What follows belongs to an exercise in optimizing a design on an open flow for small area, a short achievable clock period and few clock cycles; a production flow would make more cautious choices.
Function was checked by simulation only, so behaviour that the tests miss may differ from the original.
Power figures rest on the tool's default switching activity, not on a simulated workload.

==> flow/design.v <==
`default_nettype none
module intx_pacer (
    input  wire logic   clk_sys,
    input  wire logic   rst,
    input  wire logic   int_rdy,
    output logic        int_assert
);
    localparam logic [31:0] LFSR_TAPS = 32'h0000_00ae;
    localparam int          HOLD_W    = $clog2(64);
    typedef enum logic [1:0] {
        ST_REQ,
        ST_DRAW,
        ST_HOLD
    } state_t;
    state_t             state;
    logic [31:0]        lfsr;
    logic [HOLD_W-1:0]  hold_cnt;
    logic               int_q;
    assign int_assert = int_q;
    always_ff @(posedge clk_sys)
    begin
        if (rst)
            lfsr <= 32'h097d_7840;
        else if (state == ST_DRAW)
            lfsr <= {lfsr[30:0], lfsr[31]} ^ (lfsr[31] ? LFSR_TAPS : 32'h0);
    end
    always_ff @(posedge clk_sys)
    begin
        if (rst)
            hold_cnt <= '0;
        else if (state == ST_HOLD)
            hold_cnt <= hold_cnt + 1'b1;
    end
    always_ff @(posedge clk_sys)
    begin
        if (rst)
        begin
            state <= ST_REQ;
            int_q <= 1'b0;
        end
        else
        begin
            case (state)
                ST_REQ:
                begin
                    int_q <= !(int_q && int_rdy);
                    if (int_q && int_rdy)
                        state <= ST_DRAW;
                end
                ST_DRAW:
                begin
                    if (lfsr > 32'h6000_0000)
                        state <= ST_HOLD;
                end
                ST_HOLD:
                begin
                    if (&hold_cnt)
                    begin
                        int_q <= 1'b1;
                        state <= ST_REQ;
                    end
                end
                default:
                begin
                    state <= ST_REQ;
                end
            endcase
        end
    end
endmodule
`default_nettype wire
`default_nettype none
module pcie_tlp_bridge
(
    input  wire logic           clk_sys,
    input  wire logic           rst,
    input  wire logic [63:0]    rx_data,
    input  wire logic [7:0]     rx_keep,
    input  wire logic           rx_last,
    input  wire logic           rx_valid,
    output logic                rx_ready,
    output logic [63:0]         tx_data,
    output logic [7:0]          tx_keep,
    output logic                tx_last,
    output logic                tx_valid,
    input  wire logic           tx_ready,
    input  wire logic           int_rdy,
    output logic                int_assert
);
    logic [31:0]    q_lo   [3];
    logic [31:0]    q_hi   [3];
    logic           q_two  [3];
    logic           q_last [3];
    logic [2:0]     t;
    logic [2:0]     t_nx;
    logic           c1, c2;
    logic           c1_nx, c2_nx;
    logic           rdy_q;
    logic           two;
    logic           take;
    logic           pop;
    logic           cl1, cl2;        
    logic [3:0]     at;              
    assign two  = rx_keep[4];
    assign take = rx_valid && rdy_q;
    assign pop  = t[0] && tx_ready;
    assign rx_ready = rdy_q;
    assign tx_valid = t[0];
    assign tx_data  = {q_hi[0], q_lo[0]};
    assign tx_keep  = q_two[0] ? 8'hff : 8'h0f;
    assign tx_last  = q_last[0];
    assign at = {t[2], t[1] && !t[2], t[0] && !t[1], !t[0]};
    always_comb
    begin
        cl1   = 1'b0;
        cl2   = 1'b0;
        c1_nx = c1;
        c2_nx = c2;
        if (take)
        begin
            if (c2)
            begin
                cl2   = 1'b1;
                c2_nx = 1'b0;
            end
            else if (c1)
            begin
                cl2   = two;
                cl1   = !two && rx_last;
                c1_nx = 1'b0;
                c2_nx = !two && !rx_last;
            end
            else
            begin
                cl1   = rx_last;
                c1_nx = !rx_last && !two;
                c2_nx = !rx_last && two;
            end
        end
        case ({cl2, cl1, pop})
            3'b001:  t_nx = {1'b0, t[2:1]};
            3'b010:  t_nx = {t[1:0], 1'b1};
            3'b100:  t_nx = {t[0], 2'b11};
            3'b101:  t_nx = {t[1:0], 1'b1};
            default: t_nx = t;
        endcase
    end
    always_ff @(posedge clk_sys)
    begin
        if (rst)
        begin
            t     <= 3'b000;
            c1    <= 1'b0;
            c2    <= 1'b0;
            rdy_q <= 1'b1;
        end
        else
        begin
            t     <= t_nx;
            c1    <= c1_nx;
            c2    <= c2_nx;
            rdy_q <= (c1_nx || c2_nx) ? !t_nx[1] : !t_nx[2];
        end
    end
    logic [31:0]    w_lo;
    logic [31:0]    w_hi;
    logic           w_two_cur;
    logic           w_last_cur;
    logic           w_two_nxt;
    logic [2:0]     cur0, cur1, nxt0, nxt1;      
    logic [2:0]     lo0, lo1, hi0, hi1, cf0, cf1;
    logic [2:0]     lo_en, lo_w, hi_en, hi_w, fl_en, fl_cur, fl_nxt;
    assign w_lo       = c1 ? rx_data[63:32] : rx_data[31:0];
    assign w_hi       = c1 ? rx_data[31:0]  : rx_data[63:32];
    assign w_two_cur  = c1 || two;
    assign w_last_cur = rx_last && !(c1 && two);
    assign w_two_nxt  = c2 && two;
    assign cur0 = {3{rdy_q}} & at[2:0];
    assign nxt0 = {3{rdy_q}} & {at[1:0], 1'b0};
    assign cur1 = {3{rdy_q}} & at[3:1];
    assign nxt1 = {3{rdy_q}} & at[2:0];
    assign lo0  = (cur0 & {3{!c1 && !c2}}) | nxt0;
    assign lo1  = (cur1 & {3{!c1 && !c2}}) | nxt1;
    assign hi0  = (cur0 & {3{!c2}}) | nxt0;
    assign hi1  = (cur1 & {3{!c2}}) | nxt1;
    assign cf0  = cur0 & {3{!c2}};
    assign cf1  = cur1 & {3{!c2}};
    assign lo_en = pop ? {lo1[2], 2'b11} : lo0;
    assign lo_w  = pop ? lo1 : 3'b111;
    assign hi_en = pop ? {hi1[2], 2'b11} : hi0;
    assign hi_w  = pop ? hi1 : 3'b111;
    assign fl_en = pop ? {cf1[2] | nxt1[2], 2'b11} : (cf0 | nxt0);
    assign fl_cur = pop ? cf1 : cf0;
    assign fl_nxt = pop ? nxt1 : nxt0;
    always_ff @(posedge clk_sys)
    begin
        for (int i = 0; i < 2; i++)
        begin
            if (lo_en[i])
                q_lo[i] <= lo_w[i] ? w_lo : q_lo[i + 1];
            if (hi_en[i])
                q_hi[i] <= hi_w[i] ? w_hi : q_hi[i + 1];
            if (fl_en[i])
            begin
                if (fl_cur[i])
                begin
                    q_two[i]  <= w_two_cur;
                    q_last[i] <= w_last_cur;
                end
                else if (fl_nxt[i])
                begin
                    q_two[i]  <= w_two_nxt;
                    q_last[i] <= rx_last;
                end
                else
                begin
                    q_two[i]  <= q_two[i + 1];
                    q_last[i] <= q_last[i + 1];
                end
            end
        end
        if (lo_en[2])
            q_lo[2] <= w_lo;
        if (hi_en[2])
            q_hi[2] <= w_hi;
        if (fl_en[2])
        begin
            q_two[2]  <= fl_cur[2] ? w_two_cur : w_two_nxt;
            q_last[2] <= fl_cur[2] ? w_last_cur : rx_last;
        end
    end
    intx_pacer i_intx_pacer (
        .clk_sys    ( clk_sys    ),
        .rst        ( rst        ),
        .int_rdy    ( int_rdy    ),
        .int_assert ( int_assert )
    );
endmodule
`default_nettype wire
==> flow/config.mk <==
export PLATFORM = sky130hd
export DESIGN_NAME = pcie_tlp_bridge
export DESIGN_NICKNAME = pcie_tlp_bridge
export VERILOG_FILES = /design/flow/design.v
export SDC_FILE = /design/flow/constraint.sdc
export NUM_CORES = 4
export LEC_CHECK = 0
export ABC_CLOCK_PERIOD_IN_PS = 2000
export CAP_MARGIN = 20
export CORE_MARGIN = 2
export CORE_UTILIZATION = 60
export CTS_BUF_LIST = sky130_fd_sc_hd__clkbuf_4 sky130_fd_sc_hd__clkbuf_8
export SETUP_SLACK_MARGIN = 2.85
export SLEW_MARGIN = 20
==> flow/constraint.sdc <==
create_clock -name core_clock -period 5.0 [get_ports {clk_sys}]
set_input_delay 1.0000 -clock core_clock [delete_from_list [all_inputs] [get_ports {clk_sys}]]
set_output_delay 1.0000 -clock core_clock [all_outputs]
set_load 0.01 [all_outputs]
standard.sh (not shown) runs the stock make flow with config.mk's settings and CLKGATE_MAP_FILE= SYNTH_SCRIPT=/design/flow/synth_recipe.tcl, a recipe that flattens the netlist after the stock synthesis.
==> flow/flow/run.sh <==
#!/bin/bash
# The standard layout (standard.sh), with the port buffers inserted as
# buf_1 cells and a clock tree built without dummy load cells. Its full
# output goes to standard.log.
export BUFFER_PORTS_ARGS="-buffer_cell sky130_fd_sc_hd__buf_1"
export CTS_ARGS="-sink_clustering_enable -repair_clock_nets -sink_clustering_size 20 -sink_clustering_max_diameter 60 -buf_list {sky130_fd_sc_hd__clkbuf_16} -dont_use_dummy_load"
bash standard.sh > standard.log 2>&1
Testbench counts at the start, summed over its fixed seeds: cycles 28,534.
Then changed:
--- a/flow/design.v
+++ b/flow/design.v
@@ -191,18 +191,18 @@
     assign hi_w  = pop ? hi1 : 3'b111;
     assign fl_en = pop ? {cf1[2] | nxt1[2], 2'b11} : (cf0 | nxt0);
     assign fl_cur = pop ? cf1 : cf0;
     assign fl_nxt = pop ? nxt1 : nxt0;
     always_ff @(posedge clk_sys)
     begin
-        for (int i = 0; i < 2; i++)
+        for (int i = 0; i < 3; i++)
         begin
             if (lo_en[i])
-                q_lo[i] <= lo_w[i] ? w_lo : q_lo[i + 1];
+                q_lo[i] <= lo_w[i] ? w_lo : q_lo[(i + 1) % 3];
             if (hi_en[i])
-                q_hi[i] <= hi_w[i] ? w_hi : q_hi[i + 1];
+                q_hi[i] <= hi_w[i] ? w_hi : q_hi[(i + 1) % 3];
             if (fl_en[i])
             begin
                 if (fl_cur[i])
                 begin
                     q_two[i]  <= w_two_cur;
                     q_last[i] <= w_last_cur;
@@ -211,25 +211,16 @@
                 begin
                     q_two[i]  <= w_two_nxt;
                     q_last[i] <= rx_last;
                 end
                 else
                 begin
-                    q_two[i]  <= q_two[i + 1];
-                    q_last[i] <= q_last[i + 1];
-                end
-            end
-        end
-        if (lo_en[2])
-            q_lo[2] <= w_lo;
-        if (hi_en[2])
-            q_hi[2] <= w_hi;
-        if (fl_en[2])
-        begin
-            q_two[2]  <= fl_cur[2] ? w_two_cur : w_two_nxt;
-            q_last[2] <= fl_cur[2] ? w_last_cur : rx_last;
+                    q_two[i]  <= q_two[(i + 1) % 3];
+                    q_last[i] <= q_last[(i + 1) % 3];
+                end
+            end
         end
     end
     intx_pacer i_intx_pacer (
         .clk_sys    ( clk_sys    ),
         .rst        ( rst        ),
         .int_rdy    ( int_rdy    ),
=> Non-clock buffer count fell by 6. Design area rose by 6.2%. Power rose by 4.5%. Routed wire length rose by 19%. Clock power rose by about 8%. Hold slack gains 0.0095 ns. Fmax fell by 0.46%. Worst setup slack loses 0.0098 ns.
Testbench counts after the change, summed over its fixed seeds: cycles 28,534.

[re-timing with driven ports]
The results above use ideal ports. As a check the final layouts listed here were re-extracted and re-timed, cells and wires unchanged.
Step 1 sets driving cells, clkbuf_16 on the clock port and buf_2 on the other inputs (assumed; they add their load-dependent delay and slew).
Step 2 times the ports against the registers' clock, not the clock port: input delays grow and output delays shrink by t, the midpoint of the rising clock arrivals with the driver on.
a / b / c = ideal / step 1 / step 2; a / b = the first two.
run | shift t [ns] | setup WS [ns] | hold WS [ns]
the first run | 0.513 | 2.893 / 2.887 / 2.394 | 0.464 / 0.464 / 0.464
the second run | 0.530 | 2.884 / 2.836 / 2.458 | 0.473 / 0.473 / 0.473
After both steps setup and hold are still met in every run listed. The setup slack of the first run, which loses most, moves by -0.006 ns with the drivers and by -0.499 ns with both steps.
